This is an optimization exercise on Yosys and OpenROAD, whose aim is small area and a short achievable clock period, not a production implementation. Where RTL was checked, it was by simulation tests only, not by an equivalence proof against the original.

## run A
==> flow/design.v (excerpt) <==
module eqController #(
    parameter int ADDR_WIDTH     = 6,
    parameter int GAIN_FRAC_BITS = 14
) (
    input  logic                  S_AXI_ACLK,
    input  logic                  S_AXI_ARESETN,
    input  logic                  wr,
    input  logic [ADDR_WIDTH-1:0] wrAddr,
    input  logic [31:0]           wrData,
    output logic                  adcReq,
    output logic [15:0]           adcCmd,
    input  logic                  adcAck,
    input  logic [15:0]           adcData,
    output logic                  dacReq,
    output logic [31:0]           dacWord,
    input  logic                  dacAck
);
    logic        enable;
    logic [15:0] gain0, gain1;
    always_ff @(posedge S_AXI_ACLK) begin
        if (!S_AXI_ARESETN) begin
            enable <= 1'b0;
            gain0  <= 16'h4000;
            gain1  <= 16'h4000;
        end else if (wr) begin
            case (wrAddr)
                ADDR_WIDTH'(4): enable <= wrData[0];
                ADDR_WIDTH'(6): gain0  <= wrData[15:0];
                ADDR_WIDTH'(7): gain1  <= wrData[15:0];
                default: ;
            endcase
        end
    end
  ...
clock: 7.0 ns
lec_check: 0
abc_area: 1
cap_margin: 20
core_margin: 2
core_utilization: 40
place_density: 0.6
setup_slack_margin: 4
slew_margin: 20
run.sh (not shown) runs the stock make flow with config.mk's settings and CLKGATE_MAP_FILE= SYNTH_SCRIPT=/design/flow/synth_recipe.tcl, a recipe that flattens the netlist after the stock synthesis.
The inputs of run P differ from those of run A as listed below.
-- flow/design.v --
<<< run A, line 16
    input  logic                  dacAck
);
    logic        enable;
    logic [15:0] gain0, gain1;
    always_ff @(posedge S_AXI_ACLK) begin
        if (!S_AXI_ARESETN) begin
>>> run P, line 16
    input  logic                  dacAck
);
    logic               enable;
    logic signed [15:0] gain0, gain1;
    always_ff @(posedge S_AXI_ACLK) begin
        if (!S_AXI_ARESETN) begin
<<< run A, line 71
    assign adcReq = (state == S_AREQ);
    assign dacReq = (state == S_DREQ);
    logic [15:0] s;
    logic [16:0] sx;
    always_ff @(posedge S_AXI_ACLK) s <= {~adcData[15], adcData[14:0]};
    assign sx = {s[15], s};
    logic        hit;
    logic [15:0] gNext;
>>> run P, line 71
    assign adcReq = (state == S_AREQ);
    assign dacReq = (state == S_DREQ);
    logic signed [15:0] s;
    always_ff @(posedge S_AXI_ACLK) s <= {~adcData[15], adcData[14:0]};
    logic        hit;
    logic [15:0] gNext;
<<< run A, line 94
    always_ff @(posedge S_AXI_ACLK) begin
        for (int k = 0; k < 3; k++) begin
            logic [2:0] w;
            w = win[2*k +: 3];
            dNeg[k] <= w[2] & ~(w[1] & w[0]);
            dOne[k] <= w[1] ^ w[0];
            dTwo[k] <= (w[2] & ~w[1] & ~w[0]) | (~w[2] & w[1] & w[0]);
        end
    end
    logic [16:0] p0, p1, p2;
    assign p0 = (({17{dOne[0]}} & sx) | ({17{dTwo[0]}} & {sx[15:0], 1'b0})) ^ {17{dNeg[0]}};
>>> run P, line 92
    always_ff @(posedge S_AXI_ACLK) begin
        for (int k = 0; k < 3; k++) begin
            dNeg[k] <= win[2*k+2];
            dOne[k] <= win[2*k+1] ^ win[2*k];
            dTwo[k] <= (win[2*k+2] & ~win[2*k+1] & ~win[2*k]) | (~win[2*k+2] & win[2*k+1] & win[2*k]);
        end
    end
    logic [16:0] sx;
    assign sx = {s[15], s};
    logic [16:0] p0, p1, p2;
    assign p0 = (({17{dOne[0]}} & sx) | ({17{dTwo[0]}} & {sx[15:0], 1'b0})) ^ {17{dNeg[0]}};
<<< run A, line 106
    assign p2 = (({17{dOne[2]}} & sx) | ({17{dTwo[2]}} & {sx[15:0], 1'b0})) ^ {17{dNeg[2]}};
    logic [19:0] acc;
    logic        first;
    logic [15:0] A;
    logic        Ahi;
    assign first = (state == S_C1);
    always_comb begin
        A      = acc[19:4] & {16{~first}};
        A[4]   = first ? dNeg[2] : acc[8];
        A[10]  = first ? (gHi[6] & ~(gHi[5] & gHi[4])) : acc[14];
        Ahi    = ~A[15];
    end
    wire fs0 = dNeg[0] ^ A[0];
    wire fc0 = dNeg[0] & A[0];
>>> run P, line 104
    assign p2 = (({17{dOne[2]}} & sx) | ({17{dTwo[2]}} & {sx[15:0], 1'b0})) ^ {17{dNeg[2]}};
    logic [19:0] acc;
    logic [15:0] accIn, A;
    logic        first;
    assign first = (state == S_C1);
    assign accIn = acc[19:4] & {16{~first}};
    assign A     = {accIn[15:4] + 12'(dNeg[2]), accIn[3:0]};
    wire fs0 = dNeg[0] ^ A[0];
    wire fc0 = dNeg[0] & A[0];
<<< run A, line 176
    wire fs29 = p2[11] ^ fc26 ^ fs28;
    wire fc29 = (p2[11] & fc26) | (p2[11] & fs28) | (fc26 & fs28);
    wire fs30 = Ahi ^ p1[14] ^ p2[12];
    wire fc30 = (Ahi & p1[14]) | (Ahi & p2[12]) | (p1[14] & p2[12]);
    wire fs31 = ~p0[16] ^ fc28 ^ fs30;
    wire fc31 = (~p0[16] & fc28) | (~p0[16] & fs30) | (fc28 & fs30);
>>> run P, line 169
    wire fs29 = p2[11] ^ fc26 ^ fs28;
    wire fc29 = (p2[11] & fc26) | (p2[11] & fs28) | (fc26 & fs28);
    wire fs30 = ~A[15] ^ p1[14] ^ p2[12];
    wire fc30 = (~A[15] & p1[14]) | (~A[15] & p2[12]) | (p1[14] & p2[12]);
    wire fs31 = ~p0[16] ^ fc28 ^ fs30;
    wire fc31 = (~p0[16] & fc28) | (~p0[16] & fs30) | (fc28 & fs30);
==> comparison <==
Side by side, post-synthesis to final-layout area growth turned out higher in run P than in run A. Global routing usage summed across all routing layers: run P higher than run A. The lower ratio of routed vias to standard cells of run A and run P is in run A. Relative to run A, the count of placed standard cells including taps of run P is higher by 4.8%. Run P went all the way through synthesis, placement and routing and the layout is clean on timing, DRC and antenna. Final critical-path required period: run A and run P compared, higher one is run P. Relative to run A, the number of distinct library cells after synthesis measured on run P has increased by more than 10%. Delta (run P minus run A): detailed placement HPWL went up; initial core utilization was more or less identical; setup slack after layout decreased by 0.85 ns relative to the old numbers; number of standard cells in the final layout excluding fillers +6.4%; sequential share of cell area down 1.3 points.
Function not checked in run P: the RTL went through the layout flow alone.

eqController again, from the RTL that the note above started with.
==> flow/design.v (excerpt) <==
module eqController #(
    parameter int ADDR_WIDTH     = 6,
    parameter int GAIN_FRAC_BITS = 14
) (
    input  logic                  S_AXI_ACLK,
    input  logic                  S_AXI_ARESETN,
    input  logic                  wr,
    input  logic [ADDR_WIDTH-1:0] wrAddr,
    input  logic [31:0]           wrData,
    output logic                  adcReq,
    output logic [15:0]           adcCmd,
    input  logic                  adcAck,
    input  logic [15:0]           adcData,
    output logic                  dacReq,
    output logic [31:0]           dacWord,
    input  logic                  dacAck
);
make LEC_CHECK=0 ABC_AREA=1 CAP_MARGIN=20 CORE_MARGIN=2 CORE_UTILIZATION=55 CTS_BUF_LIST='sky130_fd_sc_hd__clkbuf_4 sky130_fd_sc_hd__clkbuf_8' PLACE_DENSITY=0.75 SETUP_SLACK_MARGIN=3 SLEW_MARGIN=20 finish   # period 7.0 ns
Next try:
--- a/flow/design.v
+++ b/flow/design.v
@@ -69,59 +69,55 @@
         end
     end
     assign adcReq = (state == S_AREQ);
     assign dacReq = (state == S_DREQ);
     logic [15:0] s;
     logic [16:0] sx;
     always_ff @(posedge S_AXI_ACLK) s <= {~adcData[15], adcData[14:0]};
     assign sx = {s[15], s};
     logic        hit;
     logic [15:0] gNext;
     assign hit   = wr && (wrAddr == ADDR_WIDTH'({5'd3, chan}));
     assign gNext = hit ? wrData[15:0] : (chan ? gain1 : gain0);
-    logic [10:0] gHi;
+    logic [6:0] gW;
+    logic [3:0] gT;
     always_ff @(posedge S_AXI_ACLK) begin
-        if (state == S_C0) gHi <= gNext[15:5];
+        gT <= gNext[15:12];
+        gW <= (state == S_C0) ? gNext[11:5] : {gT[3], gT[3], gT, gW[6]};
     end
     logic [6:0] win;
-    always_comb begin
-        case (state)
-            S_C0:    win = {gNext[5:0], 1'b0};
-            S_C1:    win = gHi[6:0];
-            default: win = {gHi[10], gHi[10], gHi[10:6]};
-        endcase
-    end
+    assign win = (state == S_C0) ? {gNext[5:0], 1'b0} : gW;
     logic [2:0] dNeg, dOne, dTwo;
     always_ff @(posedge S_AXI_ACLK) begin
         for (int k = 0; k < 3; k++) begin
             logic [2:0] w;
             w = win[2*k +: 3];
             dNeg[k] <= w[2] & ~(w[1] & w[0]);
             dOne[k] <= w[1] ^ w[0];
             dTwo[k] <= (w[2] & ~w[1] & ~w[0]) | (~w[2] & w[1] & w[0]);
         end
     end
     logic [16:0] p0, p1, p2;
     assign p0 = (({17{dOne[0]}} & sx) | ({17{dTwo[0]}} & {sx[15:0], 1'b0})) ^ {17{dNeg[0]}};
     assign p1 = (({17{dOne[1]}} & sx) | ({17{dTwo[1]}} & {sx[15:0], 1'b0})) ^ {17{dNeg[1]}};
     assign p2 = (({17{dOne[2]}} & sx) | ({17{dTwo[2]}} & {sx[15:0], 1'b0})) ^ {17{dNeg[2]}};
     logic [19:0] acc;
     logic        first;
     logic [15:0] A;
     logic        Ahi;
-    assign first = (state == S_C1);
+    always_ff @(posedge S_AXI_ACLK) first <= (state == S_C0);    
     always_comb begin
         A      = acc[19:4] & {16{~first}};
         A[4]   = first ? dNeg[2] : acc[8];
-        A[10]  = first ? (gHi[6] & ~(gHi[5] & gHi[4])) : acc[14];
+        A[10]  = first ? (gW[6] & ~(gW[5] & gW[4])) : acc[14];
         Ahi    = ~A[15];
     end
     wire fs0 = dNeg[0] ^ A[0];
     wire fc0 = dNeg[0] & A[0];
     wire fs1 = A[1] ^ fc0;
     wire fc1 = A[1] & fc0;
     wire fs2 = dNeg[1] ^ A[2] ^ fc1;
     wire fc2 = (dNeg[1] & A[2]) | (dNeg[1] & fc1) | (A[2] & fc1);
     wire fs3 = p0[2] ^ p1[0];
     wire fc3 = p0[2] & p1[0];
     wire fs4 = A[3] ^ p0[3] ^ p1[1];
     wire fc4 = (A[3] & p0[3]) | (A[3] & p1[1]) | (p0[3] & p1[1]);
=> Via count drops by about 0.5%; count of clock-buffer cells in the layout is unchanged; final area drops by 1.7%; sequential share of layout area drops by 0.70 points; area after synthesis drops by about 1.2%; worst setup slack degrades by 81 ps.
Function not checked in the second run of this note: the RTL went through the layout flow alone.

[what the ideal ports hide]
The results above use ideal ports. As a check the final layouts listed here were re-extracted and re-timed, cells and wires unchanged.
Step 1, drivers: a clkbuf_16 drives S_AXI_ACLK and a buf_2 each remaining input, both assumed.
Step 2, shift: input delay + t, output delay - t, t = (earliest + latest rising clock arrival at the registers) / 2. This alone moves slack from input paths to output paths.
Slacks: ideal ports / drivers / drivers and shift; pairs: ideal ports / drivers.
run	t (ns)	setup WS [ns]	worst setup path after step 2	cell pins on the clock port's net
run A	0.401	3.603 / 3.603 / 3.603	register to register	1
run P	0.401	2.751 / 2.751 / 2.751	register to register	1
the first run of note 2	0.409	3.200 / 3.200 / 3.200	register to register	1
the second run of note 2	0.430	3.118 / 3.118 / 3.118	register to register	1
After both steps setup and hold are still met in every run listed.
